Source: an optimization exercise on an open RTL-to-GDS flow (aim: small area, a short achievable clock period and few clock cycles). Production flows keep margins and buffers that such runs may drop. RTL that was checked went through simulation tests only; none was proved equivalent to the original. The RTL of runs 2, 6 and 7 was laid out without a check of its function.

### flow/config.mk
export PLATFORM = sky130hd
export DESIGN_NAME = invoice_amount_parser
export DESIGN_NICKNAME = invoice_amount_parser
export VERILOG_FILES = /design/flow/design.v
export SDC_FILE = /design/flow/constraint.sdc
export NUM_CORES = 4
export LEC_CHECK = 0
export CAP_MARGIN = 20
export CORE_MARGIN = 2
export CORE_UTILIZATION = 60
export CTS_BUF_LIST = sky130_fd_sc_hd__clkbuf_4 sky130_fd_sc_hd__clkbuf_8
export SLEW_MARGIN = 20
### flow/constraint.sdc
create_clock -name core_clock -period 9.0 [get_ports {clk}]
set_input_delay 1.8000 -clock core_clock [delete_from_list [all_inputs] [get_ports {clk}]]
set_output_delay 1.8000 -clock core_clock [all_outputs]
set_load 0.01 [all_outputs]
### flow/design.v
`timescale 1ns / 1ps
`default_nettype none
package iap_pkg;
	localparam int CHAR_W         = 8;
	localparam int SAT_W          = 57;
	localparam int FLASH_W        = 5;
	localparam int MAX_DIGITS_DEF = 12;
	localparam logic [1:0] ST_OK        = 2'd0;
	localparam logic [1:0] ST_NO_DIGITS = 2'd1;
	localparam logic [1:0] ST_UNIT_ERR  = 2'd2;
	localparam logic [1:0] ST_OVERFLOW  = 2'd3;
endpackage
`default_nettype wire
`timescale 1ns / 1ps
`default_nettype none
module iap_mul10_add #(
	parameter int W = 57
) (
	input  wire [W-1:0] a,
	input  wire [3:0]   d,
	output wire [W-1:0] s
);
	localparam int N  = W;          
	localparam int NP = N + 1;      
	localparam int LV = (NP > 64) ? 7 : (NP > 32) ? 6 : (NP > 16) ? 5 : (NP > 8) ? 4 : 3;
	wire [2:0] xl = d[3] ? 3'b111 : d[2:0];
	wire       y0 = d[3];
	wire       ci = d[3] & d[0];
	wire [N-1:0] x = {a[W-4:0], xl};       
	wire [N-1:0] y = {a[W-2:0], y0};       
	wire [NP-1:0] g0 = {x & y, ci};
	wire [NP-1:0] p0 = {x ^ y, 1'b0};
	wire [NP-1:0] gl [LV+1];
	wire [NP-1:0] pl [LV+1];
	assign gl[0] = g0;
	assign pl[0] = p0;
	genvar l, i;
	generate
		for (l = 0; l < LV; l++) begin : g_lv
			for (i = 0; i < NP; i++) begin : g_pos
				if (((i >> l) & 1) == 1) begin : g_node
					localparam int J = ((i >> l) << l) - 1;
					assign gl[l+1][i] = gl[l][i] | (pl[l][i] & gl[l][J]);
					assign pl[l+1][i] = pl[l][i] & pl[l][J];
				end else begin : g_pass
					assign gl[l+1][i] = gl[l][i];
					assign pl[l+1][i] = pl[l][i];
				end
			end
		end
	endgenerate
	assign s = (x ^ y) ^ gl[LV][N-1:0];
endmodule
`default_nettype wire
`timescale 1ns / 1ps
`default_nettype none
import iap_pkg::*;
module invoice_amount_parser #(
	parameter int MAX_DIGITS = MAX_DIGITS_DEF
) (
	input  logic               clk,
	input  logic               arst_n,
	input  logic               in_valid,
	output logic               in_stall,
	input  logic [CHAR_W-1:0]  character,
	input  logic               last_char,
	output logic               out_valid,
	input  logic               out_stall,
	output logic [1:0]         status,
	output logic [SAT_W-1:0]   satoshis,
	output logic [FLASH_W-1:0] flash_count
);
	localparam logic [1:0] PH_SEEK  = 2'd0;
	localparam logic [1:0] PH_DIG   = 2'd1;
	localparam logic [1:0] PH_UNIT  = 2'd2;
	localparam logic [1:0] PH_DONE  = 2'd3;
	localparam logic [1:0] U_M = 2'd0;
	localparam logic [1:0] U_U = 2'd1;
	localparam logic [1:0] U_N = 2'd2;
	localparam logic [1:0] U_P = 2'd3;
	logic [1:0]  ph_q;
	logic [3:0]  cnt_q;       
	logic [3:0]  sig_q;       
	logic [1:0]  uk_q;        
	logic        ug_q;        
	logic [15:0] l_q;
	logic        accj_q;      
	logic        ended_q;     
	logic        loaded_q;    
	logic        stall_q;
	logic [1:0]  std_q;       
	logic [2:0]  kd_q;        
	logic [2:0]  occ_q;       
	logic        g_q;         
	logic        dz_q;        
	logic [56:0] acc_q;
	logic [2:0]  k_q;         
	logic [2:0]  z_q;         
	logic        active_q;
	logic        eended_q;
	logic        ov_q;
	logic [1:0]  st_q;
	logic [4:0]  fl_q;
	logic is_dig, is_let, is_mnup;
	logic [1:0] kind;
	assign is_dig = (character >= 8'h30) && (character <= 8'h39);
	assign is_let = ((character >= 8'h61) && (character <= 8'h7a)) ||
	                ((character >= 8'h41) && (character <= 8'h5a));
	always_comb begin
		is_mnup = 1'b1;
		kind    = U_M;
		unique case (character)
			8'h6d:   kind = U_M;
			8'h75:   kind = U_U;
			8'h6e:   kind = U_N;
			8'h70:   kind = U_P;
			default: is_mnup = 1'b0;
		endcase
	end
	logic       ir_v, ir_dig, ir_let, ir_mnup, ir_last;
	logic [1:0] ir_kind;
	logic [3:0] ir_d;
	logic       accept, ir_v_n, ir_dig_n;
	assign accept   = in_valid && !stall_q;
	logic dec, pending, can_load, load, proc, fresh;
	assign dec      = ended_q || (ph_q == PH_DONE);
	assign pending  = dec && !loaded_q;
	assign can_load = !active_q && !ov_q;
	assign load     = pending && can_load;
	assign fresh    = ended_q && (loaded_q || load);
	logic blocked;
	assign blocked  = (ended_q && !loaded_q && !load) ||
	                  (ir_dig && !fresh && (ph_q == PH_DIG) && (cnt_q >= 4'd4) &&
	                   (cnt_q < 4'(MAX_DIGITS)) && (active_q || ov_q));
	assign proc     = ir_v && !blocked;
	logic [1:0]  ph_b, ph_n;
	logic [3:0]  cnt_b, sig_b, cnt_n;
	logic        ug_b;
	logic        in_run, take, ovf_set, unit_hit, pop;
	logic        ended_n, loaded_n;
	assign ph_b   = fresh ? PH_SEEK : ph_q;
	assign cnt_b  = fresh ? 4'd0 : cnt_q;
	assign sig_b  = fresh ? 4'd0 : sig_q;
	assign ug_b   = fresh ? 1'b0 : ug_q;
	assign in_run   = proc && ir_dig && ((ph_b == PH_SEEK) || (ph_b == PH_DIG));
	assign take     = in_run && (cnt_b < 4'(MAX_DIGITS));
	assign ovf_set  = in_run && !(cnt_b < 4'(MAX_DIGITS));
	assign unit_hit = proc && ir_let && ((ph_b == PH_DIG) || (ph_b == PH_UNIT));
	assign pop      = take && (cnt_b >= 4'd4);
	always_comb begin
		ph_n = ph_b;
		unique case (ph_b)
			PH_SEEK: if (ir_dig) ph_n = PH_DIG;
			PH_DIG:  if (ir_let) ph_n = PH_DONE; else if (!ir_dig) ph_n = PH_UNIT;
			PH_UNIT: if (ir_let) ph_n = PH_DONE;
			default: ph_n = PH_DONE;
		endcase
	end
	assign ended_n  = proc ? ir_last : ended_q;
	assign loaded_n = (proc && fresh) ? 1'b0 : (loaded_q || load);
	assign cnt_n    = proc ? (take ? cnt_b + 4'd1 : (ovf_set ? 4'd13 : cnt_b)) : cnt_q;
	always_ff @(posedge clk or negedge arst_n) begin
		if (!arst_n) begin
			ended_q  <= 1'b1;
			loaded_q <= 1'b1;
		end else begin
			ended_q  <= ended_n;
			loaded_q <= loaded_n;
		end
	end
	logic [1:0] ph_x, uk_x;
	logic       ug_x, accj_x;
	assign ph_x   = proc ? ph_n : ph_q;
	assign ug_x   = proc ? (unit_hit ? ir_mnup : ug_b) : ug_q;
	assign uk_x   = unit_hit ? ir_kind : uk_q;
	assign accj_x = proc ? ((fresh ? 1'b0 : accj_q) || pop) : accj_q;
	always_ff @(posedge clk) begin
		ph_q   <= ph_x;
		ug_q   <= ug_x;
		cnt_q  <= cnt_n;
		accj_q <= accj_x;
		uk_q   <= uk_x;
		if (proc) begin
			if (take) begin
				sig_q <= (sig_b == 4'd0) ? {3'd0, ir_d != 4'd0} : sig_b + 4'd1;
			end else begin
				sig_q <= sig_b;
			end
		end
	end
	logic       shift;
	logic [2:0] wpos;
	assign shift = epop || pop;
	logic [2:0] occ_cur, occ_n;
	assign occ_cur = load ? kd_q : occ_q;
	assign wpos    = (occ_cur == 3'd4) ? 3'd3 : occ_cur - {2'd0, epop};
	assign occ_n   = occ_cur - {2'd0, epop} + {2'd0, take && !pop};
	always_ff @(posedge clk) begin
		for (int i = 0; i < 4; i++) begin
			if (take && wpos == 3'(i)) begin
				l_q[15-4*i -: 4] <= ir_d;
			end else if (shift) begin
				l_q[15-4*i -: 4] <= (i == 3) ? 4'd0 : l_q[11-4*i -: 4];
			end
		end
	end
	logic [1:0] st_ld;
	logic [2:0] k_ld, z_ld;
	logic [4:0] fl_ld;
	logic       ok_ld;
	function automatic logic [1:0] f_status(input logic [1:0] ph, input logic [3:0] cnt, input logic ug);
		if (ph == PH_SEEK)             f_status = ST_NO_DIGITS;
		else if (cnt == 4'd13)         f_status = ST_OVERFLOW;
		else if (ph != PH_DONE || !ug) f_status = ST_UNIT_ERR;
		else                           f_status = ST_OK;
	endfunction
	function automatic logic [2:0] f_pops(input logic ok, input logic [1:0] uk, input logic [3:0] cnt);
		logic [2:0] c;
		c = (cnt >= 4'd4) ? 3'd4 : cnt[2:0];
		if (!ok)            f_pops = 3'd0;
		else if (uk == U_N) f_pops = c - 3'd1;
		else if (uk == U_P) f_pops = 3'd0;
		else                f_pops = c;
	endfunction
	assign st_ld = std_q;
	assign ok_ld = (std_q == ST_OK);
	assign k_ld  = kd_q;
	always_comb begin
		z_ld  = 3'd0;
		fl_ld = 5'd1;
		if (ok_ld) begin
			unique case (uk_q)
				U_M: begin z_ld = 3'd5; if (sig_q != 4'd0) fl_ld = {1'b0, sig_q} + 5'd5; end
				U_U: begin z_ld = 3'd2; if (sig_q != 4'd0) fl_ld = {1'b0, sig_q} + 5'd2; end
				U_N: begin              if (sig_q > 4'd1)  fl_ld = {1'b0, sig_q} - 5'd1; end
				default: begin          if (sig_q > 4'd4)  fl_ld = {1'b0, sig_q} - 5'd4; end
			endcase
		end
	end
	logic        step, epop, eend_now, eended_n, fin;
	logic [2:0]  k_n, z_n;
	logic        active_n, ov_n;
	logic lpop;
	assign lpop     = load && (k_ld != 3'd0);
	assign epop     = (active_q && (k_q != 3'd0)) || lpop;
	assign step     = active_q && ((k_q != 3'd0) || (z_q != 3'd0));
	assign eend_now = proc && ir_last && !ended_q && (loaded_q || load);
	assign eended_n = load ? (ended_q || eend_now) : (eended_q || eend_now);
	assign k_n      = load ? (k_ld - {2'd0, lpop}) : ((active_q && (k_q != 3'd0)) ? k_q - 3'd1 : k_q);
	assign z_n      = load ? z_ld : ((step && !epop) ? z_q - 3'd1 : z_q);
	assign fin      = (load || active_q) && (k_n == 3'd0) && (z_n == 3'd0) && eended_n;
	assign active_n = (load || active_q) && !fin;
	assign ov_n     = fin || (ov_q && out_stall);
	logic busy_n, load_n, fresh_n, blocked_n, pending_x;
	assign busy_n    = active_n || ov_n;
	assign load_n    = pending_x && !busy_n;
	assign fresh_n   = ended_n && (loaded_n || load_n);
	assign blocked_n = (ended_n && !loaded_n && !load_n) ||
	                   (ir_dig_n && !fresh_n && (ph_x == PH_DIG) && (cnt_n >= 4'd4) &&
	                    (cnt_n < 4'(MAX_DIGITS)) && busy_n);
	assign ir_v_n    = accept || (ir_v && !proc);
	assign ir_dig_n  = accept ? is_dig : ir_dig;
	always_ff @(posedge clk or negedge arst_n) begin
		if (!arst_n) begin
			ir_v <= 1'b0;
		end else begin
			ir_v <= ir_v_n;
		end
	end
	always_ff @(posedge clk) begin
		if (accept) begin
			ir_dig  <= is_dig;
			ir_let  <= is_let;
			ir_mnup <= is_mnup;
			ir_kind <= kind;
			ir_d    <= character[3:0];
			ir_last <= last_char;
		end
	end
	always_ff @(posedge clk or negedge arst_n) begin
		if (!arst_n) begin
			active_q <= 1'b0;
			ov_q     <= 1'b0;
			stall_q  <= 1'b0;
		end else begin
			active_q <= active_n;
			ov_q     <= ov_n;
			stall_q  <= ir_v_n && blocked_n;
		end
	end
	logic [56:0] h_a, h_s;
	logic [3:0]  h_d;
	logic step_x, ok_x, g_x, dz_x;
	logic [2:0] kld_x;
	assign step_x    = active_n && ((k_n != 3'd0) || (z_n != 3'd0));
	assign pending_x = (ended_n || (ph_x == PH_DONE)) && !loaded_n;
	logic [1:0] st_x;
	assign st_x      = f_status(ph_x, cnt_n, ug_x);
	assign ok_x      = (st_x == ST_OK);
	assign kld_x     = f_pops(ok_x, uk_x, cnt_n);
	assign g_x       = step_x || (pending_x ? (ok_x && accj_x) : accj_x);
	assign dz_x      = step_x ? (k_n == 3'd0) : (pending_x && (kld_x == 3'd0));
	assign h_a = g_q ? acc_q : 57'd0;
	assign h_d = dz_q ? 4'd0 : l_q[15:12];
	iap_mul10_add #(.W(57)) u_h (.a(h_a), .d(h_d), .s(h_s));
	always_ff @(posedge clk or negedge arst_n) begin
		if (!arst_n) begin
			occ_q <= 3'd0;
		end else begin
			occ_q <= occ_n;
		end
	end
	always_ff @(posedge clk) begin
		g_q  <= g_x;
		dz_q <= dz_x;
	end
	always_ff @(posedge clk) begin
		std_q    <= st_x;
		kd_q     <= kld_x;
		eended_q <= eended_n;
		k_q      <= k_n;
		z_q      <= z_n;
		if (load) begin
			st_q  <= st_ld;
			fl_q  <= fl_ld;
		end
		if (step || pop || (load && ((k_ld != 3'd0) || !(ok_ld && accj_q)))) begin
			acc_q <= h_s;
		end
	end
	assign in_stall    = stall_q;
	assign out_valid   = ov_q;
	assign status      = st_q;
	assign satoshis    = acc_q;
	assign flash_count = fl_q;
endmodule
`default_nettype wire
### flow/flow/run.sh
#!/bin/bash
set -euo pipefail
M=5.4
bash standard.sh "SETUP_SLACK_MARGIN=$M" \
  "BUFFER_PORTS_ARGS=-buffer_cell sky130_fd_sc_hd__buf_1" \
  "CTS_ARGS=-sink_clustering_enable -repair_clock_nets -dont_use_dummy_load -buf_list {sky130_fd_sc_hd__clkbuf_4 sky130_fd_sc_hd__clkbuf_8}" \
  finish > make_finish.log 2>&1
### flow/standard.sh
#!/bin/bash
# synth_recipe.tcl (not shown) runs the flow's synth.tcl, then flattens the netlist and writes it again
# the make line also repeats each setting of config.mk as NAME=value (left out here)
make -C /OpenROAD-flow-scripts/flow DESIGN_CONFIG=/design/flow/config.mk WORK_HOME=/design/flow/orfs CLKGATE_MAP_FILE= SYNTH_SCRIPT=/design/flow/synth_recipe.tcl "${@:-finish}"
==> flow_summary.json, run 1 <==
{
  "synth_area_per_cell_um2": 9.66,
  "multiInputGateArea_mm2": 0.00502,
  "drv_slew": 0,
  "start_kind": "flop",
  "hold_buffers": 0,
  "clockBufferDepth": 2,
  "seqCellArea_mm2": 0.00352,
  "synth_area_mm2": 0.00870,
  "yosysWarnings": 2,
  "synth.area.mux_share_pct": 2.98,
  "htreeDepth": 4,
  "synth_top_family_by_area": "simple AND/OR/NAND/NOR gates",
  "end_kind": "flop",
  "nets": 1079,
  "synth_nets": 997,
  "synth_area_leaders": "edfxtp_1, ha_1, dfxtp_1",
  "grt_pass1_vias": 6776,
  "netlist.area_leader.share_pct": 32.1,
  "final_core_utilization_pct": 68.4,
  "placed_area_mm2": 0.00913,
  "insertion_delay_ps": 450,
  "synth_top_area_cell": "edfxtp_1",
  "synthSimpleGateAreaFrac_pct": 20.5,
  "route.detailed.drc": 0,
  "rows": 43,
  "place.gp.congestion": 0.876,
  "clockRootBuffer": "clkbuf_8",
  "place_hpwl_um": 13900,
  "fin_worst_skew_ps": 22.2,
  "clock_sinks": 127,
  "fill_cells": 1130,
  "worstMarginPinSlew_ps": 880,
  "ys.flop_type": "edfxtp_1",
  "core_area_mm2": 0.0140,
  "dieArea_mm2": 0.0155,
  "yosysUniqueCellTypes": 76,
  "synth-edff-count": 93,
  "setup_slack_ps": 5540,
  "fin_area_mm2": 0.00961,
  "ys_seq_area_share_pct": 40.5,
  "min_period_ps": 3460,
  "io_pins": 79,
  "die_h_um": 124,
  "hold_violations": 0,
  "maxSlewHeadroom_pct": 41.1,
  "die_w_um": 124,
  "synth_compound_area_share_pct": 15.8,
  "via_per_inst": 6.03,
  "wl_per_cell_um": 16.3,
  "diodes": 0,
  "numCtsBuffers": 17,
  "first_pass_iters": 5,
  "async_flop_share_pct": 7.09,
  "criticalPathCategory": "reg -> reg",
  "via_count": 6998,
  "place_ws_ps": 5160,
  "worstPathArrival_ps": 3630,
  "finalSetupTns_ps": 0,
  "placed_cells": 1135,
  "fmax_mhz": 289,
  "cts_tree": "built",
  "path_max_fanout": 28,
  "synthXorXnorAreaFrac_pct": 4.23,
  "rsz0062_at_grt": "true",
  "ys_ff_latch": 127,
  "hold_class": "reg -> reg",
  "path_clk_slew_ps": 60,
  "antenna_found_initial": 0,
  "syn2layout_area_growth_pct": 10.5,
  "cp.required_ps": 9180,
  "outcome": "no timing/DRC/antenna violations",
  "final_antenna_net_count": 0,
  "portBuffers": 78,
  "grt_max_degree": 58,
  "routed_wl_um": 18900,
  "grt_usage_pct": 24.0,
  "setup_viol": 0,
  "overflow": 0,
  "layout.cells.non_filler": 1160,
  "initial_core_util_pct": 61.9,
  "finalCritPeriodShare_pct": 38.4,
  "synth_cells": 900,
  "grt_pass1_wl_um": 31100,
  "drv_cap": 0,
  "synth_fa_ha_area_share_pct": 12.4,
  "drt_iter0_markers": 366,
  "layout-drive-gt1-share_pct": 8.27
}
-- per-layer routing --
metal  global-route usage, %  routed length [um]  vias up
met4                    9.45                 461        0
met5                       0                   0        -
met1                    29.8                8230     3287
met3                    3.82                 714       39
met2                    41.9                9510      206
li1                        -                   -     3466
-- cell families after synthesis --
kind of cell,after synthesis
compound gates,198
flops,127
buf+inv,79
xor+xnor,42
simple gates,346
mux,24
fa+ha+maj,84
-- path summary, 6_finish.rpt --
path	from	end	slack (ps)	depth (start not counted)
worst max register to register	g_q$_DFF_P_	acc_q[32]$_DFFE_PP_	5540	13
min in group asynchronous	arst_n	active_q$_DFF_PN0_	1290	1
worst min register to register	std_q[1]$_DFF_P_	st_q[1]$_DFFE_PP_	470	0
worst max-delay path	g_q$_DFF_P_	acc_q[32]$_DFFE_PP_	5540	13
max in group asynchronous	arst_n	loaded_q$_DFF_PN1_	7340	1
worst min-delay path	std_q[1]$_DFF_P_	st_q[1]$_DFFE_PP_	470	0
-- worst max-delay path, cell delays in order (launching register included) --
cell and delay, ps:
dfxtp_2 360, buf_12 170, nand2_1 130, inv_1 120
ha_1 290, nand2_1 60, or3_1 390, or4b_4 510
a21oi_4 170, o21a_1 170, nor2_1 100, and2_1 200
fa_1 370, xnor2_1 160
-- registers in the layout, summed over array words and instances, names as in the netlist, 2 cells and up --
register,cells
acc_q,57
l_q,16
fl_q,5
cnt_q,4
ir_d,4
sig_q,4
k_q,3
kd_q,3
occ_q,3
z_q,3
ir_kind,2
ph_q,2
st_q,2
std_q,2
uk_q,2
-- layout by cell type, fill, tap and decap left out, drive strengths merged, types with 6 or more instances in the layout --
| cell type | instances |
|---|---|
| nand2 | 70 |
| a21o | 13 |
| and2 | 66 |
| nor3 | 27 |
| dfrtp | 7 |
| mux2 | 15 |
| dfxtp | 25 |
| a211oi | 13 |
| nor2 | 78 |
| nand3 | 21 |
| o21ai | 37 |
| or3 | 8 |
| clkbuf | 18 |
| buf | 87 |
| o21a | 7 |
| nor4 | 7 |
| o311ai | 10 |
| inv | 54 |
| ha | 80 |
| xor2 | 18 |
| a31oi | 7 |
| a21boi | 6 |
| nor2b | 12 |
| mux2i | 9 |
| a311oi | 9 |
| and3 | 6 |
| nand2b | 17 |
| edfxtp | 93 |
| a21oi | 49 |
| a221oi | 6 |
| nand4 | 7 |
| xnor2 | 24 |
-- synth_stat cells, drive strengths merged, types with 15 or more instances --
cell    count
edfxtp     93
ha         80
nor2       78
nand2      70
and2       66
inv        54
a21oi      49
o21ai      37
nor3       27
dfxtp      25
xnor2      24
nand3      21
clkbuf     19
xor2       18
nand2b     17
mux2       15
-- layout make-up --
cell class | instances | area share, %
repair buffers | 88 | 4.14
multi-input cells | 694 | 52.3
flip-flops and latches | 127 | 36.7
clock buffers | 17 | 2.44
well taps | 180 | 2.34
inverters | 54 | 2.16
-- through the flow --
step | hold slack [ps]
after CTS | 463
after global routing | 475
final | 467
after floorplan | 422
after global placement | 445
after detailed placement | 451
-- repair_timing --
| action | 4_1_cts | 5_1_grt |
|---|---|---|
| cloned | 0 | 1 |
| pin swaps | 0 | 5 |
| setup buffers | 0 | 7 |
| endpoints found under the setup margin | 24 | 59 |
| resized for setup | 7 | 27 |
Testbench counts, summed over its fixed seeds: cycles 33,131.
==> run 2: changes to the inputs <==
--- a/flow/design.v
+++ b/flow/design.v
@@ -307,4 +307,8 @@
 		if (!arst_n) begin
+			g_q  <= 1'b0;
+			dz_q <= 1'b0;
 			occ_q <= 3'd0;
 		end else begin
+			g_q  <= g_x;
+			dz_q <= dz_x;
 			occ_q <= occ_n;
@@ -312,6 +316,2 @@
 	end
-	always_ff @(posedge clk) begin
-		g_q  <= g_x;
-		dz_q <= dz_x;
-	end
 	always_ff @(posedge clk) begin
==> flow/flow/run.sh (replaced) <==
#!/bin/bash
set -euo pipefail
bash standard.sh SETUP_SLACK_MARGIN=6 "BUFFER_PORTS_ARGS=-buffer_cell sky130_fd_sc_hd__buf_2" finish > make_finish.log 2>&1
--- a/flow/config.mk
+++ b/flow/config.mk
@@ -7,2 +7,3 @@
 export LEC_CHECK = 0
+export ABC_CLOCK_PERIOD_IN_PS = 3000
 export CAP_MARGIN = 20
@@ -10,3 +11,3 @@
 export CORE_UTILIZATION = 60
-export CTS_BUF_LIST = sky130_fd_sc_hd__clkbuf_4 sky130_fd_sc_hd__clkbuf_8
+export SETUP_SLACK_MARGIN = 5
 export SLEW_MARGIN = 20
==> flow_summary.json, run 2 <==
{
  "outcome": "no timing/DRC/antenna violations",
  "end_kind": "flop",
  "start_kind": "flop",
  "route.detailed.drc": 0,
  "cts_tree": "built",
  "numCtsBuffers": 17,
  "final_common_cell": "edfxtp_1",
  "synth_area_per_cell_um2": 9.67,
  "synth_area_leaders": "edfxtp_1, ha_1, dfxtp_1",
  "setup_viol": 0,
  "htreeDepth": 4,
  "synth_nets": 997,
  "slowest_stage": "or4b_4",
  "crit_chain": "buf_12, and2_4, ha_4, nand2_4, or3_4, or4b_4, a21oi_4, o21a_4, nor2_4, and2_4, fa_1, inv_1",
  "r2r_start": "g_q$_DFF_PN0_",
  "yosysWarnings": 2,
  "cp.required_ps": 9190,
  "via_per_inst": 6.28,
  "min_path_cells": 0,
  "hold_class": "reg -> reg",
  "rows": 44,
  "cpPeakStageDelay_ps": 510,
  "yosys-top-cells-count": "edfxtp_1, ha_1, nor2_1",
  "largest_reg_flops": 57,
  "via_count": 7791,
  "syn2layout_area_growth_pct": 34.6,
  "rsz0062_at_grt": "true",
  "worstMarginPinSlew_ps": 813,
  "diodes": 0,
  "synth_most_common_cell": "edfxtp_1",
  "grt_max_degree": 58,
  "fill_cells": 823,
  "core_area_mm2": 0.0144,
  "finalSetupTns_ps": 0,
  "ys.flop_type": "edfxtp_1",
  "place_hpwl_um": 14500,
  "maxSlewHeadroom_pct": 45.8,
  "worstHoldStart": "std_q[1]$_DFF_P_",
  "hold-path-endpoint": "st_q[1]$_DFFE_PP_",
  "clockRootBuffer": "clkbuf_16",
  "io_pins": 79,
  "grt_usage_pct": 28.2,
  "layout-drive-gt1-share_pct": 35.5,
  "routed_wl_um": 23900,
  "synth-edff-count": 93,
  "grt_pass1_vias": 7513,
  "final_core_utilization_pct": 81.6,
  "nets": 1140,
  "first_pass_iters": 5,
  "min_period_ps": 3420,
  "top_regs": "acc_q (57), l_q (16), fl_q (5)",
  "portBuffers": 78,
  "ys_ff_latch": 127,
  "timing.rr.end": "acc_q[31]$_DFFE_PP_",
  "finalCritPeriodShare_pct": 38.0,
  "fmax_mhz": 292,
  "place.gp.congestion": 0.903,
  "regMostFlops": "acc_q",
  "yosysUniqueCellTypes": 76,
  "reg2reg_depth": 12,
  "overflow": 0,
  "async_flop_share_pct": 8.66,
  "path_max_fanout": 7,
  "ys_seq_area_share_pct": 40.6,
  "wl_per_cell_um": 19.3,
  "die_h_um": 124,
  "drt_iter0_markers": 742,
  "insertion_delay_ps": 430,
  "initial_core_util_pct": 60.6,
  "drv_slew": 0,
  "crit_path_frequent_cell": "and2_4",
  "hold_violations": 0,
  "criticalPathCategory": "reg -> reg",
  "grt_pass1_wl_um": 35800,
  "clock_sinks": 127,
  "hold_buffers": 0,
  "die_w_um": 124,
  "worstPathArrival_ps": 3610,
  "dieArea_mm2": 0.0155,
  "antenna_found_initial": 0,
  "synth_top_area_cell": "edfxtp_1",
  "final_antenna_net_count": 0,
  "clockBufferDepth": 2,
  "path_clk_slew_ps": 60,
  "fin_worst_skew_ps": 9.90,
  "synth_area_mm2": 0.00871,
  "synth_cells": 900,
  "drv_cap": 0,
  "netlist.area_leader.share_pct": 32.1,
  "final_cell_mix": "edfxtp_1, buf_2, nor2_1",
  "rrSetupSlack_ps": 5580
}
==> run 2: changes by cell type after synthesis, sizes merged <==
cell   delta
dfxtp     -2
dfrtp     +2
==> run 2: layer usage <==
metal | GRT usage [%] | part of all wire [%] | vias to the layer above
met5 | 0 | 0 | -
met4 | 12.8 | 3.9 | 0
met3 | 5.76 | 5.6 | 88
met2 | 49.8 | 52 | 318
met1 | 33.1 | 39 | 3766
li1 | - | - | 3619
==> run 2: worst max-delay path: cells and delay by family, from the launching register on <==
kind	cells	cell delay [ps]
buf+inv	2	230
flops	1	500
simple gates	6	1330
fa+ha+maj	2	760
compound gates	2	370
==> run 2: logic make-up (layout without fill, tap and decap cells) <==
kind of cell,after synthesis,after routing,synth area share [%]
compound gates,198,198,15.8
xor+xnor,42,42,4.23
fa+ha+maj,84,84,12.4
buf+inv,79,235,3.49
flops,127,127,40.6
mux,24,24,2.98
simple gates,346,346,20.5
==> run 2: layout make-up <==
cell class | instances | area [um^2] | area share (%)
timing repair buffer | 149 | 1130 | 9.63
inverter | 54 | 233 | 1.99
clock buffer | 17 | 425 | 3.63
tap | 184 | 230 | 1.96
sequential | 127 | 3540 | 30.2
multi-input combinational | 694 | 5940 | 50.7
clock inverter | 15 | 221 | 1.89
==> run 2: worst max path at each step <==
stage,startpoint,endpoint
after detailed placement,g_q$_DFF_PN0_,acc_q[43]$_DFFE_PP_
after CTS,g_q$_DFF_PN0_,acc_q[15]$_DFFE_PP_
after floorplan,g_q$_DFF_PN0_,acc_q[46]$_DFFE_PP_
final,g_q$_DFF_PN0_,acc_q[31]$_DFFE_PP_
after global placement,g_q$_DFF_PN0_,acc_q[53]$_DFFE_PP_
after global routing,g_q$_DFF_PN0_,acc_q[15]$_DFFE_PP_
==> run 2: per-stage QoR <==
step                      hold WS, ps  setup slack (ps)  instances  cell area [um^2]
after floorplan                   422              5710        900              8950
after global placement            434              5430       1139              9440
after detailed placement          452              5290       1139              9440
after CTS                         466              5640       1219             11100
after global routing              483              5510       1240             11700
final                             457              5580       1240             11700
==> run 2: what timing repair did <==
action / in CTS / in global routing
hold endpoints to repair: 0 / 0
endpoints found under the setup margin: 84 / 80
resized for setup: 113 / 93
pin swaps: 52 / 57
gates cloned: 4 / 1
setup buffers: 44 / 20
==> run 3: changes to the inputs <==
--- a/flow/design.v
+++ b/flow/design.v
@@ -250,3 +250,8 @@
 	assign z_n      = load ? z_ld : ((step && !epop) ? z_q - 3'd1 : z_q);
-	assign fin      = (load || active_q) && (k_n == 3'd0) && (z_n == 3'd0) && eended_n;
+	logic kz_n, zz_n;
+	assign kz_n     = load ? (k_ld[2:1] == 2'd0) :
+	                  ((k_q[2:1] == 2'd0) && (!k_q[0] || active_q));
+	assign zz_n     = load ? (z_ld == 3'd0) :
+	                  ((z_q[2:1] == 2'd0) && (!z_q[0] || (active_q && (k_q == 3'd0))));
+	assign fin      = (load || active_q) && kz_n && zz_n && eended_n;
 	assign active_n = (load || active_q) && !fin;
@@ -294,3 +299,3 @@
 	logic [2:0] kld_x;
-	assign step_x    = active_n && ((k_n != 3'd0) || (z_n != 3'd0));
+	assign step_x    = active_n && !(kz_n && zz_n);
 	assign pending_x = (ended_n || (ph_x == PH_DONE)) && !loaded_n;
@@ -301,4 +306,4 @@
 	assign g_x       = step_x || (pending_x ? (ok_x && accj_x) : accj_x);
-	assign dz_x      = step_x ? (k_n == 3'd0) : (pending_x && (kld_x == 3'd0));
-	assign h_a = g_q ? acc_q : 57'd0;
+	assign dz_x      = step_x ? kz_n : (pending_x && (kld_x == 3'd0));
+	assign h_a = acc_q;
 	assign h_d = dz_q ? 4'd0 : l_q[15:12];
@@ -307,8 +312,4 @@
 		if (!arst_n) begin
-			g_q  <= 1'b0;
-			dz_q <= 1'b0;
 			occ_q <= 3'd0;
 		end else begin
-			g_q  <= g_x;
-			dz_q <= dz_x;
 			occ_q <= occ_n;
@@ -317,2 +318,6 @@
 	always_ff @(posedge clk) begin
+		g_q  <= g_x;
+		dz_q <= dz_x;
+	end
+	always_ff @(posedge clk) begin
 		std_q    <= st_x;
@@ -327,3 +332,3 @@
 		if (step || pop || (load && ((k_ld != 3'd0) || !(ok_ld && accj_q)))) begin
-			acc_q <= h_s;
+			acc_q <= g_q ? h_s : {53'd0, h_d};
 		end
==> flow/flow/run.sh (replaced) <==
#!/bin/bash
set -euo pipefail
M=5.65
bash standard.sh "SETUP_SLACK_MARGIN=$M" \
  "BUFFER_PORTS_ARGS=-buffer_cell sky130_fd_sc_hd__buf_1" \
  "CTS_ARGS=-sink_clustering_enable -repair_clock_nets -dont_use_dummy_load -buf_list {sky130_fd_sc_hd__clkbuf_2 sky130_fd_sc_hd__clkbuf_4}" \
  finish > make_finish.log 2>&1
--- a/flow/config.mk
+++ b/flow/config.mk
@@ -7,3 +7,2 @@
 export LEC_CHECK = 0
-export ABC_CLOCK_PERIOD_IN_PS = 3000
 export CAP_MARGIN = 20
@@ -11,3 +10,3 @@
 export CORE_UTILIZATION = 60
-export SETUP_SLACK_MARGIN = 5
+export CTS_BUF_LIST = sky130_fd_sc_hd__clkbuf_2 sky130_fd_sc_hd__clkbuf_4
 export SLEW_MARGIN = 20
==> flow_summary.json, run 3 <==
{
  "outcome": "no timing/DRC/antenna violations",
  "end_kind": "flop",
  "criticalPathCategory": "reg -> reg",
  "diodes": 0,
  "worstHoldStart": "std_q[0]$_DFF_P_",
  "final_cell_mix": "edfxtp_1, nor2_1, ha_1, buf_1, nand2_1",
  "yosysWarnings": 2,
  "finalSetupTns_ps": 0,
  "initial_core_util_pct": 61.1,
  "synth_nets": 955,
  "synth_top_family_by_area": "simple AND/OR/NAND/NOR gates",
  "top_regs": "acc_q (57), l_q (16), fl_q (5)",
  "synth_fa_ha_area_share_pct": 12.8,
  "synth-edff-count": 99,
  "io_pins": 79,
  "hold_class": "reg -> reg",
  "hold_ws_ps": 494,
  "regMostFlops": "acc_q",
  "rsz0062_at_grt": "true",
  "maxSlewHeadroom_pct": 54.1,
  "setup_viol": 0,
  "crit_path_frequent_cell": "ha_1",
  "syn2layout_area_growth_pct": 8.95,
  "rows": 43,
  "ys_seq_area_share_pct": 42.4,
  "r2r_start": "active_q$_DFF_PN0_",
  "min_period_ps": 3300,
  "synthSimpleGateAreaFrac_pct": 17.4,
  "nets": 1041,
  "wl_per_cell_um": 16.9,
  "slowest_stage": "or3_4",
  "route.detailed.drc": 0,
  "first_pass_iters": 5,
  "synth_area_per_cell_um2": 9.85,
  "layout-drive-gt1-share_pct": 9.34,
  "numCtsBuffers": 17,
  "cp.required_ps": 9250,
  "clockRootBuffer": "clkbuf_4",
  "htreeDepth": 4,
  "yosys-top-cells-count": "edfxtp_1, nor2_1, ha_1",
  "insertion_delay_ps": 530,
  "synth.area.mux_share_pct": 3.32,
  "via_count": 6760,
  "ys_ff_latch": 127,
  "min_path_cells": 0,
  "dieArea_mm2": 0.0151,
  "netlist.area_leader.share_pct": 35.2,
  "via_per_inst": 6.02,
  "place_hpwl_um": 14200,
  "async_flop_share_pct": 7.09,
  "cts_tree": "built",
  "synthXorXnorAreaFrac_pct": 3.73,
  "drv_cap": 0,
  "grt_pass1_wl_um": 30100,
  "core_area_mm2": 0.0138,
  "synth_cells": 858,
  "synth_top_area_cell": "edfxtp_1",
  "overflow": 0,
  "fmax_mhz": 303,
  "worstMarginPinSlew_ps": 687,
  "cpPeakStageDelay_ps": 450,
  "die_w_um": 123,
  "fin_worst_skew_ps": 32.5,
  "synth_area_leaders": "edfxtp_1, ha_1, dfxtp_1",
  "place.gp.congestion": 0.954,
  "reg2reg_depth": 10,
  "crit_chain": "or2_4, or3_4, mux2i_4, ha_1, ha_1, xor2_2, a311oi_2, nand2_1, nor2_4, mux2_2",
  "timing.rr.end": "l_q[14]$_DFFE_PP_",
  "final_common_cell": "edfxtp_1",
  "drv_slew": 0,
  "finalCritPeriodShare_pct": 36.6,
  "synth_most_common_cell": "edfxtp_1",
  "drt_iter0_markers": 381,
  "synth_compound_area_share_pct": 16.7,
  "clock_sinks": 127,
  "largest_reg_flops": 57,
  "synth_area_mm2": 0.00845,
  "portBuffers": 78,
  "rrSetupSlack_ps": 5700,
  "die_h_um": 123,
  "antenna_found_initial": 0,
  "path_clk_slew_ps": 100,
  "final_antenna_net_count": 0,
  "grt_usage_pct": 25.2,
  "ys.flop_type": "edfxtp_1",
  "hold-path-endpoint": "st_q[0]$_DFFE_PP_",
  "path_max_fanout": 6,
  "routed_wl_um": 18900,
  "grt_max_degree": 58,
  "grt_pass1_vias": 6532,
  "fill_cells": 1125,
  "hold_violations": 0,
  "worstPathArrival_ps": 3550,
  "clockBufferDepth": 2,
  "start_kind": "flop",
  "yosysUniqueCellTypes": 81
}
run 3: area by class of cell:
type	count	area, um^2	share of cell area (%)
Tap cell	180	225	2.44
Sequential cell	127	3580	38.9
Timing Repair Buffer	92	402	4.36
Clock buffer	17	128	1.39
Inverter	51	194	2.11
Multi-Input combinational cell	655	4680	50.8
run 3: cell families (layout without fill, tap and decap cells):
group                    count (synthesis)  in the layout
AO/OA/AOI/OAI                          206            206
XOR/XNOR                                36             36
adder cells (fa/ha/maj)                 84             84
buffers and inverters                   77            160
flip-flops                             127            127
multiplexers                            26             26
AND/OR/NAND/NOR                        302            303
run 3: layer usage:
layer  share of wire [%]  vias up  track usage, %
li1                    -     3306               -
met1                  42     3238            29.3
met2                  52      179            46.2
met3                 3.8       37            4.74
met4                 2.4        0            8.69
met5                   0        -               0
run 3: what timing repair did:
action	4_1_cts	5_1_grt
pin swaps	0	8
setup buffers	0	12
hold buffers	0	0
cloned	0	1
setup endpoints to repair	24	101
resized for setup	2	22
run 3: critical path: cells and delay by family (launching register included):
family	cells	cell delay, ps
DFF	1	430
adders and majority gates	2	440
xor gates and xnor gates	1	210
muxes	2	570
and+or+nand+nor	4	1120
AOI/OAI and AO/OA	1	260
run 3: worst max-delay path by stage:
stage                       start                 to  slack [ps]  cells after the start
3_5_place_dp   active_q$_DFF_PN0_  l_q[12]$_DFFE_PP_        5460                      9
4_1_cts        active_q$_DFF_PN0_  l_q[14]$_DFFE_PP_        5650                     10
3_3_place_gp   active_q$_DFF_PN0_  l_q[15]$_DFFE_PP_        5630                     10
6_report       active_q$_DFF_PN0_  l_q[14]$_DFFE_PP_        5700                     10
5_1_grt            ov_q$_DFF_PN0_  l_q[13]$_DFFE_PP_        5600                     10
2_1_floorplan   ended_q$_DFF_PN1_   l_q[4]$_DFFE_PP_        5730                     13
run 3: per-stage QoR:
step	cell area [um^2]	setup slack (ps)	utilization [%]	instances
detailed placement	8870	5460	64.1	1092
global route	9210	5600	66.6	1122
global placement	8870	5630	64.1	1092
CTS	9000	5650	65.1	1109
floorplan	8460	5730	-	858
finish	9210	5700	66.6	1122
Testbench counts of run 3, summed over its fixed seeds: cycles 33,131.
==> run 4: changes to the inputs <==
==> flow/flow/run.sh (replaced) <==
#!/bin/bash
set -euo pipefail
M=5.6
bash standard.sh "SETUP_SLACK_MARGIN=$M" \
  "BUFFER_PORTS_ARGS=-buffer_cell sky130_fd_sc_hd__buf_1" \
  "CTS_ARGS=-sink_clustering_enable -repair_clock_nets -dont_use_dummy_load -buf_list {sky130_fd_sc_hd__clkbuf_4 sky130_fd_sc_hd__clkbuf_8}" \
  finish > make_finish.log 2>&1
--- a/flow/config.mk
+++ b/flow/config.mk
@@ -10,3 +10,3 @@
 export CORE_UTILIZATION = 60
-export CTS_BUF_LIST = sky130_fd_sc_hd__clkbuf_2 sky130_fd_sc_hd__clkbuf_4
+export CTS_BUF_LIST = sky130_fd_sc_hd__clkbuf_4 sky130_fd_sc_hd__clkbuf_8
 export SLEW_MARGIN = 20
==> flow_summary.json, run 4 <==
{
  "worstHoldStart": "std_q[0]$_DFF_P_",
  "timing.rr.end": "l_q[12]$_DFFE_PP_",
  "yosysWarnings": 2,
  "routed_wl_um": 18700,
  "fin_worst_skew_ps": 14.8,
  "start_kind": "flop",
  "ys_seq_area_share_pct": 42.4,
  "worstMarginPinSlew_ps": 698,
  "synth-edff-count": 99,
  "via_count": 6709,
  "min_path_cells": 0,
  "portBuffers": 78,
  "synth_top_family_by_area": "simple AND/OR/NAND/NOR gates",
  "route.detailed.drc": 0,
  "grt_pass1_wl_um": 30300,
  "die_w_um": 123,
  "crit_chain": "or2_1, or3_4, mux2i_1, ha_1, ha_1, xor2_1, a311oi_1, nand2_1, nor2_4, mux2_2",
  "synth_nets": 955,
  "rrSetupSlack_ps": 5700,
  "reg2reg_depth": 10,
  "synth_cells": 858,
  "finalCritPeriodShare_pct": 36.6,
  "yosys-top-cells-count": "edfxtp_1, nor2_1, ha_1",
  "yosysUniqueCellTypes": 81,
  "insertion_delay_ps": 430,
  "via_per_inst": 6.03,
  "drt_iter0_markers": 380,
  "synthSimpleGateAreaFrac_pct": 17.4,
  "nets": 1031,
  "largest_reg_flops": 57,
  "drv_cap": 0,
  "synth_area_leaders": "edfxtp_1, ha_1, dfxtp_1",
  "regMostFlops": "acc_q",
  "path_max_fanout": 11,
  "grt_usage_pct": 25.3,
  "r2r_start": "active_q$_DFF_PN0_",
  "diodes": 0,
  "async_flop_share_pct": 7.09,
  "rsz0062_at_grt": "true",
  "first_pass_iters": 4,
  "overflow": 0,
  "criticalPathCategory": "reg -> reg",
  "placed_area_mm2": 0.00887,
  "outcome": "no timing/DRC/antenna violations",
  "grt_pass1_vias": 6562,
  "path_clk_slew_ps": 70,
  "synth_fa_ha_area_share_pct": 12.8,
  "grt_max_degree": 58,
  "dieArea_mm2": 0.0151,
  "htreeDepth": 4,
  "syn2layout_area_growth_pct": 8.66,
  "synth_compound_area_share_pct": 16.7,
  "place.gp.congestion": 0.954,
  "min_period_ps": 3300,
  "drv_slew": 0,
  "fill_cells": 1126,
  "core_area_mm2": 0.0138,
  "hold_violations": 0,
  "fmax_mhz": 303,
  "slowest_stage": "or3_4",
  "clockRootBuffer": "clkbuf_8",
  "clockBufferDepth": 2,
  "final_common_cell": "edfxtp_1",
  "ys.flop_type": "edfxtp_1",
  "hold-path-endpoint": "st_q[0]$_DFFE_PP_",
  "fin_area_mm2": 0.00919,
  "setup_viol": 0,
  "cp-startpoint": "active_q$_DFF_PN0_",
  "final_antenna_net_count": 0,
  "maxSlewHeadroom_pct": 53.4,
  "wl_per_cell_um": 16.8,
  "hold_buffers": 0,
  "rows": 43,
  "synth_area_mm2": 0.00845,
  "synth_top_area_cell": "edfxtp_1",
  "synth_most_common_cell": "edfxtp_1",
  "cts_tree": "built",
  "place_hpwl_um": 14200,
  "clock_sinks": 127,
  "top_regs": "acc_q (57), l_q (16), fl_q (5)",
  "cp.required_ps": 9170,
  "synth.area.mux_share_pct": 3.32,
  "numCtsBuffers": 17,
  "synthXorXnorAreaFrac_pct": 3.73,
  "die_h_um": 123,
  "end_kind": "flop",
  "synth_area_per_cell_um2": 9.85,
  "worstPathArrival_ps": 3470,
  "io_pins": 79,
  "ys_ff_latch": 127,
  "hold_class": "reg -> reg",
  "layout-drive-gt1-share_pct": 7.40,
  "crit_path_frequent_cell": "ha_1",
  "antenna_found_initial": 0,
  "initial_core_util_pct": 61.1,
  "cpPeakStageDelay_ps": 470,
  "finalSetupTns_ps": 0,
  "final_cell_mix": "edfxtp_1, nor2_1, ha_1",
  "netlist.area_leader.share_pct": 35.2
}
## run 4: area by class of cell
type	count	area [um^2]	share of cell area [%]
inverter	51	194	2.11
tap	180	225	2.45
clock buffer	17	234	2.55
multi-input combinational	654	4620	50.3
sequential	127	3580	39.0
timing repair buffer	83	334	3.64
## run 4: timing repair
action,4_1_cts,5_1_grt
pin swaps,0,4
endpoints found under the setup margin,24,89
setup buffers,0,3
gates cloned,0,0
resized for setup,3,11
hold endpoints to repair,0,0
## run 4: worst max path at each step
stage / to / slack, ps / depth (start not counted)
final: l_q[12]$_DFFE_PP_ / 5700 / 10
after global routing: dz_q$_DFF_P_ / 5510 / 14
after global placement: l_q[15]$_DFFE_PP_ / 5630 / 10
after detailed placement: l_q[12]$_DFFE_PP_ / 5460 / 9
after CTS: l_q[12]$_DFFE_PP_ / 5660 / 10
after floorplan: l_q[4]$_DFFE_PP_ / 5730 / 13
## run 4: through the flow
step / hold slack (ps) / setup slack, ps / cells / utilization (%)
3_5_place_dp: 450 / 5460 / 1092 / 64.1
4_1_cts: 475 / 5660 / 1109 / 65.9
5_1_grt: 498 / 5510 / 1112 / 66.4
6_report: 474 / 5700 / 1112 / 66.4
3_3_place_gp: 438 / 5630 / 1092 / 64.1
2_1_floorplan: 423 / 5730 / 858 / -
## run 4: kinds of logic after synthesis
group,Yosys count
mux,26
flops,127
xor+xnor,36
buf+inv,77
compound gates,206
simple gates,302
fa+ha+maj,84
## run 4: critical path: cells and delay by family, from the launching register on
kind	cells	cell delay, ps
flops	1	450
xor+xnor	1	190
fa+ha+maj	2	420
mux	2	550
simple gates	4	1140
compound gates	1	280
## run 4: routing by layer
layer	GRT usage (%)	up-vias	wire, um
met5	0	-	0
met4	8.98	0	408
met3	4.37	34	702
met2	46.3	173	9640
met1	29.5	3227	7950
li1	-	3275	-
==> run 5: changes to the inputs <==
--- a/flow/config.mk
+++ b/flow/config.mk
@@ -9,4 +9,5 @@
 export CORE_MARGIN = 2
-export CORE_UTILIZATION = 60
+export CORE_UTILIZATION = 70
 export CTS_BUF_LIST = sky130_fd_sc_hd__clkbuf_4 sky130_fd_sc_hd__clkbuf_8
+export PLACE_DENSITY = 0.75
 export SLEW_MARGIN = 20
==> flow_summary.json, run 5 <==
{
  "outcome": "no timing/DRC/antenna violations",
  "ys_seq_area_share_pct": 42.4,
  "ys.flop_type": "edfxtp_1",
  "first_pass_iters": 5,
  "synth_top_area_cell": "edfxtp_1",
  "layout-drive-gt1-share_pct": 7.32,
  "portBuffers": 78,
  "netlist.area_leader.share_pct": 35.2,
  "synth_cells": 858,
  "cp-startpoint": "active_q$_DFF_PN0_",
  "die_h_um": 114,
  "rows": 40,
  "hold_class": "reg -> reg",
  "criticalPathCategory": "reg -> reg",
  "final_cell_mix": "edfxtp_1, nor2_1, ha_1",
  "numCtsBuffers": 17,
  "largest_reg_flops": 57,
  "initial_core_util_pct": 71.0,
  "synth_most_common_cell": "edfxtp_1",
  "dieArea_mm2": 0.0130,
  "worstHoldStart": "std_q[1]$_DFF_P_",
  "r2r_start": "active_q$_DFF_PN0_",
  "end_kind": "flop",
  "die_w_um": 114,
  "cp.required_ps": 9160,
  "finalCritPeriodShare_pct": 37.2,
  "grt_pass1_wl_um": 29800,
  "core_area_mm2": 0.0119,
  "path_max_fanout": 15,
  "finalSetupTns_ps": 0,
  "overflow": 0,
  "nets": 1028,
  "final_common_cell": "edfxtp_1",
  "yosysWarnings": 2,
  "final_antenna_net_count": 0,
  "slowest_stage": "or3_4",
  "layout.cells.non_filler": 1076,
  "fill_cells": 838,
  "cts_resized": 1,
  "min_period_ps": 3350,
  "clockBufferDepth": 2,
  "maxSlewHeadroom_pct": 46.1,
  "wl_per_cell_um": 17.0,
  "rrSetupSlack_ps": 5650,
  "place.gp.congestion": 0.997,
  "worstMarginPinSlew_ps": 807,
  "post-cts-setup-buffer-count": 0,
  "via_per_inst": 6.23,
  "grt_max_degree": 58,
  "clock_sinks": 127,
  "ys_ff_latch": 127,
  "grt_pass1_vias": 6570,
  "antenna_found_initial": 0,
  "yosysUniqueCellTypes": 81,
  "placed_cells": 1059,
  "insertion_delay_ps": 440,
  "rsz0062_at_grt": "true",
  "synth-edff-count": 99,
  "setup_viol": 0,
  "synth_area_per_cell_um2": 9.85,
  "route.detailed.drc": 0,
  "fin_worst_skew_ps": 25.0,
  "grt_usage_pct": 28.9,
  "clockRootBuffer": "clkbuf_8",
  "cts_tree": "built",
  "regMostFlops": "acc_q",
  "htreeDepth": 4,
  "start_kind": "flop",
  "place_hpwl_um": 13700,
  "synth_area_mm2": 0.00845,
  "hold_ws_ps": 457,
  "path_buf_inv": 0,
  "routed_wl_um": 18300,
  "cpPeakStageDelay_ps": 480,
  "async_flop_share_pct": 7.09,
  "top_regs": "acc_q (57), l_q (16), fl_q (5)",
  "synth_area_leaders": "edfxtp_1, ha_1, dfxtp_1",
  "synth_nets": 955,
  "syn2layout_area_growth_pct": 8.01,
  "hold_buffers": 0,
  "via_count": 6704,
  "worstPathArrival_ps": 3510,
  "drv_slew": 0,
  "crit_chain": "or2_1, or3_4, mux2i_2, ha_1, ha_1, xor2_1, a311oi_2, nand2_2, nor2_4, mux2_2",
  "drv_cap": 0,
  "path_clk_slew_ps": 70,
  "yosys-top-cells-count": "edfxtp_1, nor2_1, ha_1",
  "fmax_mhz": 298,
  "io_pins": 79,
  "hold_violations": 0,
  "crit_path_frequent_cell": "ha_1",
  "critical-path-top-delay-family": "simple AND/OR/NAND/NOR gates",
  "drt_iter0_markers": 458,
  "diodes": 0
}
## run 5: per-stage QoR
stage	setup WS (ps)	util, %	instance area [um^2]
after floorplan	5730	-	8460
after global placement	5650	74.1	8830
after detailed placement	5480	74.1	8830
after CTS	5640	76.1	9070
after global routing	5470	76.7	9130
final	5650	76.7	9130
## run 5: cell type report
class / instances / area (um^2) / share of cell area [%]
clock buffers: 17 / 234 / 2.56
inverters: 51 / 194 / 2.12
well taps: 147 / 184 / 2.01
repair buffers: 80 / 308 / 3.37
flip-flops and latches: 127 / 3580 / 39.2
multi-input cells: 654 / 4630 / 50.7
## run 5: path summary, 6_finish.rpt
check / endpoint / cells past startpoint
min in group asynchronous: occ_q[0]$_DFF_PN0_ / 1
worst max register to register: l_q[14]$_DFFE_PP_ / 10
worst min register to register: st_q[1]$_DFFE_PP_ / 0
worst max-delay path: l_q[14]$_DFFE_PP_ / 10
max in group asynchronous: ended_q$_DFF_PN1_ / 1
worst min-delay path: st_q[1]$_DFFE_PP_ / 0
## run 5: kinds of logic after synthesis
logic type               share of synthesized area (%)
AND/OR/NAND/NOR                                   17.4
AO/OA/AOI/OAI                                     16.7
flip-flops                                        42.4
adder cells (fa/ha/maj)                           12.8
buffers and inverters                             3.70
XOR/XNOR                                          3.73
multiplexers                                      3.31
## run 5: routing by layer
layer	track usage, %	vias up	routed length [um]
li1	-	3280	-
met1	33.5	3164	7560
met2	51.3	224	9330
met3	6.06	36	906
met4	13.5	0	462
met5	0	-	0
==> run 6: changes to the inputs <==
--- a/flow/design.v
+++ b/flow/design.v
@@ -92,3 +92,4 @@
 	logic [2:0]  kd_q;        
-	logic [2:0]  occ_q;       
+	logic [4:0]  oh_q;        
+	logic [4:0]  kdh_q;       
 	logic        g_q;         
@@ -191,11 +192,17 @@
 	logic       shift;
-	logic [2:0] wpos;
+	logic [3:0] wsel;
 	assign shift = epop || pop;
-	logic [2:0] occ_cur, occ_n;
-	assign occ_cur = load ? kd_q : occ_q;
-	assign wpos    = (occ_cur == 3'd4) ? 3'd3 : occ_cur - {2'd0, epop};
-	assign occ_n   = occ_cur - {2'd0, epop} + {2'd0, take && !pop};
+	logic [4:0] ohc, oh_n;
+	assign ohc  = load ? kdh_q : oh_q;
+	assign wsel = epop ? ohc[4:1] : {ohc[4] | ohc[3], ohc[2:0]};
+	always_comb begin
+		unique case ({epop, take && !pop})
+			2'b10:   oh_n = {1'b0, ohc[4:1]};
+			2'b01:   oh_n = {ohc[3:0], 1'b0};
+			default: oh_n = ohc;
+		endcase
+	end
 	always_ff @(posedge clk) begin
 		for (int i = 0; i < 4; i++) begin
-			if (take && wpos == 3'(i)) begin
+			if (take && wsel[i]) begin
 				l_q[15-4*i -: 4] <= ir_d;
@@ -312,5 +319,5 @@
 		if (!arst_n) begin
-			occ_q <= 3'd0;
+			oh_q  <= 5'b00001;
 		end else begin
-			occ_q <= occ_n;
+			oh_q  <= oh_n;
 		end
@@ -324,2 +331,3 @@
 		kd_q     <= kld_x;
+		kdh_q    <= 5'b00001 << kld_x;
 		eended_q <= eended_n;
--- a/flow/flow/run.sh
+++ b/flow/flow/run.sh
@@ -2,3 +2,3 @@
 set -euo pipefail
-M=5.6
+M=5.75
 bash standard.sh "SETUP_SLACK_MARGIN=$M" \
--- a/flow/config.mk
+++ b/flow/config.mk
@@ -9,5 +9,4 @@
 export CORE_MARGIN = 2
-export CORE_UTILIZATION = 70
+export CORE_UTILIZATION = 60
 export CTS_BUF_LIST = sky130_fd_sc_hd__clkbuf_4 sky130_fd_sc_hd__clkbuf_8
-export PLACE_DENSITY = 0.75
 export SLEW_MARGIN = 20
==> flow_summary.json, run 6 <==
{
  "final_cell_mix": "edfxtp_1, nand2_1, ha_1, buf_1, nor2_1",
  "path_clk_slew_ps": 60,
  "numCtsBuffers": 17,
  "clockRootBuffer": "clkbuf_8",
  "placed_area_mm2": 0.00956,
  "grt_usage_pct": 25.3,
  "portBuffers": 78,
  "crit_chain": "nor2_2, nor2_1, ha_1, nand4b_1, a21oi_2, o41a_1, o21ai_2, a21oi_2, nor2_1, o211a_1, fa_1, xor2_1, nor2_1",
  "via_per_inst": 6.12,
  "place_hpwl_um": 15200,
  "place.gp.congestion": 0.907,
  "synth_area_leaders": "edfxtp_1, ha_1, dfxtp_1",
  "drv_slew": 0,
  "start_kind": "flop",
  "yosysUniqueCellTypes": 93,
  "dieArea_mm2": 0.0162,
  "drt_iter0_markers": 502,
  "drv_cap": 0,
  "grt_max_degree": 58,
  "synth-edff-count": 99,
  "diodes": 0,
  "outcome": "no timing/DRC/antenna violations",
  "initial_core_util_pct": 60.7,
  "antenna_found_initial": 0,
  "regMostFlops": "acc_q",
  "core_area_mm2": 0.0150,
  "cp.required_ps": 9160,
  "top_regs": "acc_q (57), l_q (16)",
  "min_period_ps": 3160,
  "synth_top_area_cell": "edfxtp_1",
  "fin_area_mm2": 0.0101,
  "cpPeakStageDelay_ps": 410,
  "crit_path_frequent_cell": "nor2_1",
  "cts_tree": "built",
  "rows": 45,
  "finalCritPeriodShare_pct": 35.1,
  "overflow": 0,
  "yosysWarnings": 2,
  "nets": 1099,
  "hold_ws_ps": 498,
  "netlist.area_leader.share_pct": 32.6,
  "die_w_um": 127,
  "setup_viol": 0,
  "fmax_mhz": 316,
  "path_max_fanout": 4,
  "worstPathArrival_ps": 3320,
  "first_pass_iters": 5,
  "setup_slack_ps": 5840,
  "synth_cells": 909,
  "ys_ff_latch": 134,
  "largest_reg_flops": 57,
  "synth_most_common_cell": "edfxtp_1",
  "criticalPathCategory": "reg -> reg",
  "route.detailed.drc": 0,
  "final_common_cell": "edfxtp_1",
  "final_core_utilization_pct": 67.0,
  "yosys-top-cells-count": "edfxtp_1, nand2_1, ha_1",
  "slowest_stage": "edfxtp_1",
  "ys.flop_type": "edfxtp_1",
  "finalSetupTns_ps": 0,
  "layout-drive-gt1-share_pct": 12.3,
  "ys_seq_area_share_pct": 40.9,
  "async_flop_share_pct": 8.21,
  "end_kind": "flop",
  "worstMarginPinSlew_ps": 765,
  "hold_class": "reg -> reg",
  "critical-path-top-delay-family": "compound AO/OA/AOI/OAI gates",
  "synth_area_per_cell_um2": 10.0,
  "final_antenna_net_count": 0,
  "insertion_delay_ps": 440,
  "grt_pass1_wl_um": 32800,
  "synth_nets": 1004,
  "clockBufferDepth": 2,
  "syn2layout_area_growth_pct": 10.4,
  "hold_violations": 0,
  "via_count": 7283,
  "synth_area_mm2": 0.00912,
  "place_ws_ps": 5370,
  "path_buf_inv": 0,
  "die_h_um": 127,
  "clock_sinks": 134,
  "maxSlewHeadroom_pct": 48.6,
  "io_pins": 79,
  "grt_pass1_vias": 6899,
  "fin_worst_skew_ps": 27.3,
  "routed_wl_um": 20800,
  "wl_per_cell_um": 17.5,
  "rsz0062_at_grt": "true",
  "htreeDepth": 4
}
## run 6: cell types whose count changed in the layout (fill, tap and decap cells not counted), moves of 6 or more
cell	previous run	this run
nor3_1	37	31
nor2_1	81	74
xnor2_1	21	27
buf_4	2	23
o21ai_0	40	49
o21a_1	16	8
nand2_1	67	79
a211oi_1	5	12
a21oi_1	57	47
## run 6: cells by family (layout without fill, tap and decap cells)
group / after synthesis / after routing / synth area share (%)
buf+inv: 84 / 177 / 3.87
flops: 134 / 134 / 40.9
xor+xnor: 40 / 40 / 3.92
mux: 27 / 27 / 3.42
fa+ha+maj: 82 / 82 / 11.6
compound gates: 242 / 242 / 19.6
simple gates: 300 / 300 / 16.7
## run 6: worst paths after layout
path	startpoint	endpoint	slack (ps)	depth (start not counted)
max	l_q[14]$_DFFE_PP_	acc_q[16]$_SDFFCE_PN0P_	5840	13
min	accj_q$_DFF_P_	accj_q$_DFF_P_	500	2
max reg2reg	l_q[14]$_DFFE_PP_	acc_q[16]$_SDFFCE_PN0P_	5840	13
min reg2reg	accj_q$_DFF_P_	accj_q$_DFF_P_	500	2
max in group asynchronous	arst_n	active_q$_DFF_PN0_	7060	1
min in group asynchronous	arst_n	oh_q[1]$_DFF_PN0_	1400	1
## run 6: worst register-to-register path: stages, from the launching register on
cell and delay (ps):
edfxtp_1 410, nor2_2 120, nor2_1 50, ha_1 380
nand4b_1 230, a21oi_2 230, o41a_1 210, o21ai_2 90
a21oi_2 260, nor2_1 80, o211a_1 240, fa_1 380
xor2_1 150, nor2_1 50
## run 6: timing repair
action	CTS	global route
cloned	0	1
endpoints found under the setup margin	71	31
hold buffers	0	0
gates resized for setup	3	21
pin swaps	3	18
buffers inserted	9	12
## run 6: layer usage
layer  GRT usage (%)  up-vias  wire (um)
li1                -     3568          -
met1            31.8     3430       8900
met2            42.8      246      10200
met3            5.82       39       1130
met4            9.37        0        513
met5               0        -          0
## run 6: per-stage QoR
stage / std cells
after CTS: 1177
after floorplan: 909
after detailed placement: 1151
final: 1190
after global routing: 1190
after global placement: 1151
## run 6: layout make-up
type	instances	area, um^2
Multi-Input combinational cell	691	5150
Fill cell	1199	4970
Sequential cell	134	3730
Timing Repair Buffer	105	505
Tap cell	188	235
Clock buffer	17	234
Inverter	55	210
==> run 7: changes to the inputs <==
--- a/flow/flow/run.sh
+++ b/flow/flow/run.sh
@@ -2,3 +2,3 @@
 set -euo pipefail
-M=5.75
+M=5.6
 bash standard.sh "SETUP_SLACK_MARGIN=$M" \
==> flow_summary.json, run 7 <==
{
  "outcome": "no timing/DRC/antenna violations",
  "place_ws_ps": 5240,
  "io_pins": 79,
  "ys_seq_area_share_pct": 40.9,
  "antenna_found_initial": 0,
  "hold_buffers": 0,
  "start_kind": "flop",
  "yosysUniqueCellTypes": 93,
  "synth_fa_ha_area_share_pct": 11.6,
  "grt.met3_usage_pct": 5.23,
  "hold_ws_ps": 503,
  "end_kind": "flop",
  "r2r_start": "l_q[15]$_DFFE_PP_",
  "dieArea_mm2": 0.0162,
  "die_w_um": 127,
  "first_pass_iters": 5,
  "synth.area.mux_share_pct": 3.42,
  "place_hpwl_um": 15200,
  "via_count": 7285,
  "cp-startpoint": "l_q[15]$_DFFE_PP_",
  "place.gp.congestion": 0.909,
  "regMostFlops": "acc_q",
  "min_path_cells": 1,
  "synth_cells": 909,
  "portBuffers": 78,
  "synth_area_leaders": "edfxtp_1, ha_1, dfxtp_1",
  "worstPathArrival_ps": 3450,
  "wl_per_cell_um": 17.3,
  "setup_viol": 0,
  "yosysWarnings": 2,
  "timing.rr.end": "acc_q[43]$_SDFFCE_PN0P_",
  "finalSetupTns_ps": 0,
  "worstHoldStart": "ug_q$_DFF_P_",
  "clockRootBuffer": "clkbuf_8",
  "synth_compound_area_share_pct": 19.6,
  "htreeDepth": 4,
  "rrSetupSlack_ps": 5750,
  "final_core_utilization_pct": 66.1,
  "synthXorXnorAreaFrac_pct": 3.92,
  "cp.required_ps": 9200,
  "top_regs": "acc_q (57), l_q (16)",
  "hold_class": "reg -> reg",
  "via_per_inst": 6.16,
  "reg2reg_depth": 12,
  "yosys-top-cells-count": "edfxtp_1, nand2_1, ha_1",
  "final_cell_mix": "edfxtp_1, nand2_1, ha_1, buf_1, nor2_1",
  "grt_pass1_wl_um": 33300,
  "ys_ff_latch": 134,
  "worstMarginPinSlew_ps": 769,
  "fin_worst_skew_ps": 18.1,
  "clockBufferDepth": 2,
  "synth_nets": 1004,
  "ys.flop_type": "edfxtp_1",
  "routed_wl_um": 20400,
  "layout-drive-gt1-share_pct": 10.5,
  "synth_most_common_cell": "edfxtp_1",
  "grt_max_degree": 58,
  "hold-path-endpoint": "ug_q$_DFF_P_",
  "finalCritPeriodShare_pct": 36.1,
  "path_clk_slew_ps": 70,
  "criticalPathCategory": "reg -> reg",
  "drt_iter0_markers": 387,
  "cts_tree": "built",
  "route.detailed.drc": 0,
  "syn2layout_area_growth_pct": 8.90,
  "grt_usage_pct": 25.5,
  "met1_usage_pct": 32.4,
  "hold_violations": 0,
  "initial_core_util_pct": 60.7,
  "final_antenna_net_count": 0,
  "drv_cap": 0,
  "die_h_um": 127,
  "grt_use_met2_pct": 42.8,
  "core_area_mm2": 0.0150,
  "nets": 1092,
  "synthSimpleGateAreaFrac_pct": 16.7,
  "rows": 45,
  "setup_slack_ps": 5750,
  "synth-edff-count": 99,
  "clock_sinks": 134,
  "fmax_mhz": 308,
  "numCtsBuffers": 17,
  "path_max_fanout": 11,
  "insertion_delay_ps": 440,
  "netlist.area_leader.share_pct": 32.6,
  "rsz0062_at_grt": "false",
  "drv_slew": 0,
  "diodes": 0,
  "top_usage_layer": "met2",
  "synth_top_family_by_area": "compound AO/OA/AOI/OAI gates",
  "async_flop_share_pct": 8.21,
  "grt_pass1_vias": 6917,
  "synth_area_per_cell_um2": 10.0,
  "overflow": 0,
  "maxSlewHeadroom_pct": 48.3,
  "synth_area_mm2": 0.00912,
  "final_common_cell": "edfxtp_1",
  "synth_top_area_cell": "edfxtp_1",
  "min_period_ps": 3250,
  "largest_reg_flops": 57
}
==> run 7: area by class of cell <==
| class | count | area, um^2 |
|---|---|---|
| Tap cell | 188 | 235 |
| Fill cell | 1205 | 5100 |
| Clock buffer | 17 | 234 |
| Inverter | 55 | 210 |
| Sequential cell | 134 | 3730 |
| Multi-Input combinational cell | 691 | 5080 |
| Timing Repair Buffer | 98 | 443 |
==> run 7: cells by family after synthesis <==
family                   count (synthesis)
AND/OR/NAND/NOR                        300
AO/OA/AOI/OAI                          242
flip-flops                             134
buffers and inverters                   84
adder cells (fa/ha/maj)                 82
XOR/XNOR                                40
multiplexers                            27
==> run 7: critical path, stage by stage, from the launching register on <==
cell      delay (ps)
edfxtp_1         430
nor2_1           120
nor2_1            50
ha_1             330
a21oi_2          230
a211oi_1         130
a211oi_2         280
a21oi_1          100
buf_4            200
a311oi_4         390
nor2_1           130
a2111o_1         430
and3_1           190
==> run 7: stage by stage <==
step	std cells	cell area [um^2]
detailed placement	1151	9560
global placement	1151	9560
CTS	1173	9840
global route	1183	9930
floorplan	909	9140
finish	1183	9930
==> run 7: metal layers <==
metal | vias to the layer above | wire, um
met5 | - | 0
met4 | 0 | 556
met3 | 44 | 1010
met2 | 219 | 9950
met1 | 3469 | 8900
li1 | 3553 | -
==> run 7: repair_timing <==
action	CTS	global route
setup buffers	5	10
gates resized for setup	3	6
setup endpoints to repair	7	72
pin swaps	2	4
==> run 7: worst max path at each step <==
stage / to / slack (ps) / depth (start not counted)
floorplan: dz_q$_DFF_P_ / 5660 / 15
global placement: dz_q$_DFF_P_ / 5460 / 15
detailed placement: dz_q$_DFF_P_ / 5240 / 15
CTS: dz_q$_DFF_P_ / 5610 / 12
global route: acc_q[43]$_SDFFCE_PN0P_ / 5590 / 12
finish: acc_q[43]$_SDFFCE_PN0P_ / 5750 / 12

static timing again, ports no longer ideal:
The flow's constraints put no driver on any port. The routed layouts listed below were extracted and timed again, unchanged, in two steps. Step 1, drivers: a clkbuf_16 drives clk and a buf_2 each remaining input, both assumed. Step 2, shift: input delay + t, output delay - t, t = (earliest + latest rising clock arrival at the registers) / 2. This alone moves slack from input paths to output paths. Slacks: no drivers / after step 1 / after step 2; pairs: no drivers / after step 1.
run | shift t [ns] | slack for setup (ns) | worst setup path after step 2 | worst data-port slew with drivers (ns) | pins driven straight from the clock port
run 1 | 0.476 | 5.544 / 5.544 / 5.544 | register to register | 0.03 | 1
run 2 | 0.465 | 5.577 / 5.577 / 5.577 | register to register | 0.04 | 1
run 3 | 0.547 | 5.703 / 5.703 / 5.703 | register to register | 0.03 | 1
run 4 | 0.454 | 5.702 / 5.702 / 5.702 | register to register | 0.03 | 1
run 5 | 0.465 | 5.649 / 5.649 / 5.649 | register to register | 0.03 | 1
run 6 | 0.470 | 5.837 / 5.837 / 5.837 | register to register | 0.03 | 1
run 7 | 0.469 | 5.752 / 5.752 / 5.752 | register to register | 0.03 | 1
After both steps every run listed still meets setup and hold.
